From an optimization exercise on the open Yosys and OpenROAD flow, aimed at small area, a short achievable clock period and few clock cycles per item; shortcuts taken in it are not production practice. Function was checked by simulation only, so behaviour that the tests miss may differ from the original. Power and IR drop assume default switching activity.

## run A
==> flow/design.v <==
package dll_pkg;
  localparam int MODE_W     = 3;
  localparam int LIST_IN_W  = 2;
  localparam int NODE_IN_W  = 6;
  localparam int NODE_OUT_W = 6;
  typedef enum logic [MODE_W-1:0] {
    MODE_CLEAR    = 3'd0,
    MODE_INS_TAIL = 3'd1,
    MODE_INS_HEAD = 3'd2,
    MODE_DELETE   = 3'd3,
    MODE_GET_HEAD = 3'd4,
    MODE_GET_TAIL = 3'd5
  } mode_t;
  typedef enum logic [1:0] {
    ST_OK       = 2'd0,
    ST_EMPTY    = 2'd1,
    ST_LINKED   = 2'd2,
    ST_UNLINKED = 2'd3
  } status_t;
  typedef struct packed {
    status_t                 status;
    logic [NODE_OUT_W-1:0]   node;
    logic                    empty;
  } res_t;
  function automatic res_t make_res(status_t s, logic [NODE_OUT_W-1:0] n, logic e);
    make_res = {s, n, e};
  endfunction
endpackage
module doubly_linked_list_manager #(
  parameter int NODE_COUNT = 64,
  parameter int LIST_COUNT = 4
) (
  input  logic        clk,
  input  logic        rst_n,
  input  logic        start,
  output logic        busy,
  input  logic [2:0]  in_mode,
  input  logic [1:0]  in_list_id,
  input  logic [5:0]  in_node_index,
  output logic        out_valid,
  output logic [1:0]  out_status,
  output logic [5:0]  out_result_node,
  output logic        out_list_empty
);
  localparam int N = 64;
  localparam int L = 4;
  localparam int Q = 4;    
  logic [N-1:0]       nv_q;     
  logic [N-1:0][1:0]  own_q;    
  logic [N-1:0][5:0]  nxt_q;    
  logic [L-1:0][5:0]  hd_q, tl_q;
  logic [L-1:0]       ne_q;     
  logic         v1;
  logic [2:0]   m1;
  logic [1:0]   l1;
  logic [5:0]   x1;
  logic [5:0]   x1n;           
  logic         busy_q, clr_acc_q;
  logic         acc;
  logic         rst_q;         
  assign busy = busy_q;
  assign acc  = start && !busy_q;
  always_ff @(posedge clk) begin
    rst_q <= !rst_n;
    if (!rst_n) begin
      v1        <= 1'b0;
      busy_q    <= 1'b0;
      clr_acc_q <= 1'b0;
    end else begin
      v1        <= acc;
      clr_acc_q <= acc && (in_mode == 3'd0);
      busy_q    <= (acc && (in_mode == 3'd0)) || clr_acc_q;
    end
    m1 <= in_mode;
    l1 <= in_list_id;
    x1 <= in_node_index;
    x1n <= ~in_node_index;
  end
  logic [N-1:0]      x1h;
  logic [Q-1:0][5:0] qn;
  logic [Q-1:0][3:0] pr;       
  logic [Q-1:0]      pf;       
  always_comb begin
    qn = '0;
    pr = '0;
    pf = '0;
    for (int i = 0; i < N; i++) begin
      x1h[i] = (x1 == 6'(i));
      qn[i/16] = qn[i/16] | ({6{x1h[i]}} & nxt_q[i]);
      if (nv_q[i] && (i < N / 2 ? (nxt_q[i] == x1) : (nxt_q[i] == ~x1n))) begin
        pr[i/16] = pr[i/16] | 4'(i);
        pf[i/16] = 1'b1;
      end
    end
  end
  logic              v2;
  logic [2:0]        m2;
  logic [1:0]        l2;
  logic [5:0]        x2;
  logic [Q-1:0][5:0] qn2;
  logic [Q-1:0][3:0] pr2;
  logic [Q-1:0]      pf2;
  always_ff @(posedge clk) begin
    if (!rst_n) v2 <= 1'b0;
    else        v2 <= v1;
    m2  <= m1;
    l2  <= l1;
    x2  <= x1;
    qn2 <= qn;
    pr2 <= pr;
    pf2 <= pf;
  end
  logic         wenw;          
  logic [5:0]   waw;
  logic         pvw;           
  logic [5:0]   pbw;
  logic [5:0]   wdw;           
  logic         nvww;          
  logic [5:0]   xw;
  logic [1:0]   lsw;           
  logic         insw, instw, delw, clrw;
  logic         hww, hqw;      
  logic         tww, tpw;      
  logic         nsw, ncw;      
  logic [L-1:0][5:0] hd_d, tl_d;
  logic [L-1:0]      ne_d;
  logic [L-1:0]      hw_j, tw_j;
  always_comb begin
    hd_d = hd_q;
    tl_d = tl_q;
    ne_d = ne_q;
    for (int j = 0; j < L; j++) begin
      hw_j[j] = hww && (lsw == 2'(j));
      tw_j[j] = tww && (lsw == 2'(j));
      if (hw_j[j]) hd_d[j] = hqw ? wdw : xw;
      if (tw_j[j]) tl_d[j] = tpw ? pbw : xw;
      if (nsw && lsw == 2'(j)) ne_d[j] = 1'b1;
      if (ncw && lsw == 2'(j)) ne_d[j] = 1'b0;
    end
  end
  always_ff @(posedge clk) begin
    if (rst_q) ne_q <= '0;
    else       ne_q <= ne_d;
    hd_q <= hd_d;
    tl_q <= tl_d;
  end
  logic [5:0] wae;
  logic       wev;
  assign wae = delw ? pbw : waw;
  assign wev = wenw || pvw;
  for (genvar i = 0; i < N; i++) begin : g_node
    always_ff @(posedge clk) begin
      if (rst_q || (xw == 6'(i) && (delw || instw)) || (clrw && own_q[i] == lsw)) nv_q[i] <= 1'b0;
      else if (wev && wae == 6'(i)) nv_q[i] <= nvww;
      if (insw && xw == 6'(i)) own_q[i] <= lsw;
      if (wev && wae == 6'(i)) nxt_q[i] <= wdw;
    end
  end
  logic       ins3, del3, wev3, nvw3;
  logic [5:0] x3, wae3, wd3;
  always_ff @(posedge clk) begin
    if (!rst_n) begin
      ins3  <= 1'b0;
      del3  <= 1'b0;
      wev3  <= 1'b0;
    end else begin
      ins3  <= insw;
      del3  <= delw;
      wev3  <= wev;
    end
    x3   <= xw;
    wae3 <= wae;
    wd3  <= wdw;
    nvw3 <= nvww;
  end
  logic       xeq3, aeq3, deq3, xeq, aeq, deq;
  assign xeq3 = (x3 == x2);
  assign aeq3 = wev3 && (wae3 == x2);
  assign deq3 = wev3 && nvw3 && (wd3 == x2);     
  assign xeq  = (xw == x2);
  assign aeq  = wev && (wae == x2);
  assign deq  = (wdw == x2);
  logic [5:0] rq, fq, pb;
  always_comb begin
    rq  = qn2[x2[5:4]];
    if (aeq3) rq = wd3;
    fq  = rq;
    if (aeq) fq = wdw;
    if (wev && nvww && deq) pb = wae;
    else if (deq3)          pb = wae3;
    else                    pb = {pf2[3] | pf2[2], pf2[3] | pf2[1], pr2[0] | pr2[1] | pr2[2] | pr2[3]};
  end
  logic [L-1:0] ph, qt;
  logic         rpn, rqn;
  logic [1:0]   rown;
  always_comb begin
    for (int j = 0; j < L; j++) begin
      ph[j] = ne_d[j] && (hw_j[j] ? (hqw ? deq : xeq) : (hd_q[j] == x2));
      qt[j] = ne_d[j] && (tw_j[j] ? (tpw ? (pbw == x2) : xeq) : (tl_q[j] == x2));
    end
    rpn = |ph;
    rqn = |qt;
    rown[0] = ph[1] | ph[3] | qt[1] | qt[3];
    rown[1] = ph[2] | ph[3] | qt[2] | qt[3];
  end
  logic rk;
  always_comb begin
    if (xeq && (insw || delw))        rk = insw;
    else if (xeq3 && (ins3 || del3))  rk = ins3;
    else rk = rpn || (wev && nvww && deq) || deq3 || (|pf2);
  end
  logic [5:0] h2, t2;
  logic       e2;
  assign h2 = hd_d[l2];
  assign t2 = tl_d[l2];
  assign e2 = !ne_d[l2];
  logic i_t, i_h, i_d, i_c;
  assign i_t = v2 && (m2 == 3'd1) && !rk;
  assign i_h = v2 && (m2 == 3'd2) && !rk;
  assign i_d = v2 && (m2 == 3'd3) && rk;
  assign i_c = v2 && (m2 == 3'd0);
  always_ff @(posedge clk) begin
    if (rst_q) begin
      wenw  <= 1'b0;
      pvw   <= 1'b0;
      insw  <= 1'b0;
      instw <= 1'b0;
      delw  <= 1'b0;
      clrw  <= 1'b0;
      hww   <= 1'b0;
      tww   <= 1'b0;
      nsw   <= 1'b0;
      ncw   <= 1'b0;
    end else begin
      wenw  <= (i_t && !e2) || i_h;
      pvw   <= i_d && !rpn;
      insw  <= i_t || i_h;
      instw <= i_t;
      delw  <= i_d;
      clrw  <= i_c;
      hww   <= i_h || (i_t && e2) || (i_d && rpn && !rqn);
      tww   <= i_t || (i_h && e2) || (i_d && rqn && !rpn);
      nsw   <= i_t || i_h;
      ncw   <= i_c || (i_d && rpn && rqn);
    end
    pbw <= pb;
    hqw <= (m2 == 3'd3);
    tpw <= (m2 == 3'd3);
    xw  <= x2;
    lsw <= (m2 == 3'd3) ? rown : l2;
    waw <= (m2 == 3'd1) ? t2 : x2;
    if (m2 == 3'd1) begin
      wdw <= x2; nvww <= 1'b1;
    end else if (m2 == 3'd2) begin
      wdw <= h2; nvww <= !e2;
    end else begin
      wdw <= fq; nvww <= !rqn;
    end
  end
  logic [1:0] rs;
  logic [5:0] rn;
  logic       re;
  always_comb begin
    rs = 2'd0;
    rn = 6'd0;
    re = e2;
    unique case (m2)
      3'd0: re = 1'b1;
      3'd1, 3'd2: begin
        if (rk) rs = 2'd2;
        else re = 1'b0;
      end
      3'd3: begin
        if (!rk) begin rs = 2'd3; re = 1'b0; end
        else re = rpn && rqn;
      end
      3'd4, 3'd5: begin
        if (e2) rs = 2'd1;
        else rn = (m2 == 3'd4) ? h2 : t2;
      end
      default: ;
    endcase
  end
  logic       ov;
  logic [1:0] os;
  logic [5:0] on;
  logic       oe;
  always_ff @(posedge clk) begin
    if (!rst_n) ov <= 1'b0;
    else        ov <= v2;
    os <= rs;
    on <= rn;
    oe <= re;
  end
  assign out_valid       = ov;
  assign out_status      = os;
  assign out_result_node = on;
  assign out_list_empty  = oe;
endmodule
make LEC_CHECK=0 ABC_AREA=1 CAP_MARGIN=10 CORE_MARGIN=2 CORE_UTILIZATION=40 CTS_BUF_LIST=sky130_fd_sc_hd__clkbuf_16 CTS_CLUSTER_DIAMETER=100 CTS_CLUSTER_SIZE=20 PLACE_DENSITY=0.55 SETUP_SLACK_MARGIN=3.3 SLEW_MARGIN=10 finish   # period 5.5 ns
run.sh (not shown) runs the stock make flow with config.mk's settings and CLKGATE_MAP_FILE= SYNTH_SCRIPT=/design/flow/synth_recipe.tcl, a recipe that flattens the netlist after the stock synthesis.
Testbench counts of run A, summed over its fixed seeds: cycles 12,290, ops 12,000.
What run B does differently from run A at the input level:
# run A
export LEC_CHECK = 0
export ABC_AREA = 1
export CAP_MARGIN = 10
export CORE_MARGIN = 2
export CORE_UTILIZATION = 40
export CTS_BUF_LIST = sky130_fd_sc_hd__clkbuf_16
export CTS_CLUSTER_DIAMETER = 100
export CTS_CLUSTER_SIZE = 20
export PLACE_DENSITY = 0.55
export SETUP_SLACK_MARGIN = 3.3
export SLEW_MARGIN = 10
create_clock -name core_clock -period 5.5 [get_ports {clk}]
# run B
export LEC_CHECK = 0
export ABC_AREA = 1
export CAP_MARGIN = 30
export CORE_MARGIN = 2
export CORE_UTILIZATION = 40
export CTS_BUF_LIST = sky130_fd_sc_hd__clkbuf_16
export CTS_CLUSTER_DIAMETER = 100
export CTS_CLUSTER_SIZE = 20
export PLACE_DENSITY = 0.55
export SETUP_SLACK_MARGIN = 3.3
export SLEW_MARGIN = 30
create_clock -name core_clock -period 5.5 [get_ports {clk}]
==> summary.txt <==
Compared with run A, run B shows a largest incremental delay on the critical path that is 0.02 ns higher.
Changes observed in run B relative to run A: first-iteration DRC count went up, synthesis-to-layout area growth went up, multi-input combinational cell count did not really move.
diff inputs: run B => run C
# run B
export LEC_CHECK = 0
export ABC_AREA = 1
export CAP_MARGIN = 30
export CORE_MARGIN = 2
export CORE_UTILIZATION = 40
export CTS_BUF_LIST = sky130_fd_sc_hd__clkbuf_16
export CTS_CLUSTER_DIAMETER = 100
export CTS_CLUSTER_SIZE = 20
export PLACE_DENSITY = 0.55
export SETUP_SLACK_MARGIN = 3.3
export SLEW_MARGIN = 30
create_clock -name core_clock -period 5.5 [get_ports {clk}]
# run C
export LEC_CHECK = 0
export ABC_AREA = 1
export CAP_MARGIN = 30
export CORE_MARGIN = 2
export CORE_UTILIZATION = 35
export CTS_BUF_LIST = sky130_fd_sc_hd__clkbuf_16
export CTS_CLUSTER_DIAMETER = 100
export CTS_CLUSTER_SIZE = 20
export PLACE_DENSITY = 0.5
export SETUP_SLACK_MARGIN = 3.3
export SLEW_MARGIN = 30
create_clock -name core_clock -period 5.5 [get_ports {clk}]
Results
Global-route usage for run C: 3.2 points down relative to run B. Run C vs run B: final net count up. Initial antenna violation count in run C is 2 higher than in run B. Measured against run C, the number of non-clock buffers in the layout of run B comes out at 0.904 times the reference value. In the metrics for run C and run B, the one carrying the lower setup slack is run C. Diff run C and run B: via count higher in run B. Compare run C and run B | clock skew higher: run B.
diff inputs: run C => run D
# run C
export LEC_CHECK = 0
export ABC_AREA = 1
export CAP_MARGIN = 30
export CORE_MARGIN = 2
export CORE_UTILIZATION = 35
export CTS_BUF_LIST = sky130_fd_sc_hd__clkbuf_16
export CTS_CLUSTER_DIAMETER = 100
export CTS_CLUSTER_SIZE = 20
export PLACE_DENSITY = 0.5
export SETUP_SLACK_MARGIN = 3.3
export SLEW_MARGIN = 30
create_clock -name core_clock -period 5.5 [get_ports {clk}]
# run D
export LEC_CHECK = 0
export ABC_AREA = 1
export CAP_MARGIN = 30
export CORE_MARGIN = 2
export CORE_UTILIZATION = 40
export CTS_BUF_LIST = sky130_fd_sc_hd__clkbuf_16
export CTS_CLUSTER_DIAMETER = 100
export CTS_CLUSTER_SIZE = 20
export PLACE_DENSITY = 0.55
export SETUP_SLACK_MARGIN = 3.4
export SLEW_MARGIN = 30
create_clock -name core_clock -period 5.5 [get_ports {clk}]
## What came out
Min relative area of non-clock buffer cells in the final design across run C and run D: run C. | worst relative slew slack | lower: run D |. Taking run C as the reference point, the combinational power of run D rises by about 3%. Between run D and run C, the maximum buffer depth of the clock tree figures differ only marginally. Comparing run C with run D, the sum of internal, switching and leakage power came out essentially unchanged. The final reports for run D and run C show via count higher in the former.

==> static timing again, ports no longer ideal <==
The flow's constraints put no driver on any port. The routed layouts listed below were extracted and timed again, unchanged, in two steps. Step 1: set_driving_cell puts a clkbuf_16 on clk and a buf_2 on each other input, an assumption about the parent block. Step 2 moves the port delays by t, midway between the first and last clock arrival at a register: inputs arrive t later, outputs are due t later. That takes back most of the time a late clock gives input paths. a / b / c = ideal ports / drivers / drivers and shift; a / b = the first two.
| run | t, ns | setup slack, ns | worst data-port slew with drivers (ns) |
|---|---|---|---|
| run A | 0.684 | 3.193 / 3.193 / 3.184 | 0.04 |
| run B | 0.697 | 3.243 / 3.243 / 3.181 | 0.04 |
| run C | 0.711 | 3.196 / 3.196 / 3.196 | 0.04 |
| run D | 0.693 | 3.235 / 3.235 / 3.171 | 0.05 |
After both steps every run listed still meets setup and hold. The setup slack of run D, which loses most, moves by 0.000 ns with the drivers and by -0.064 ns with both steps.
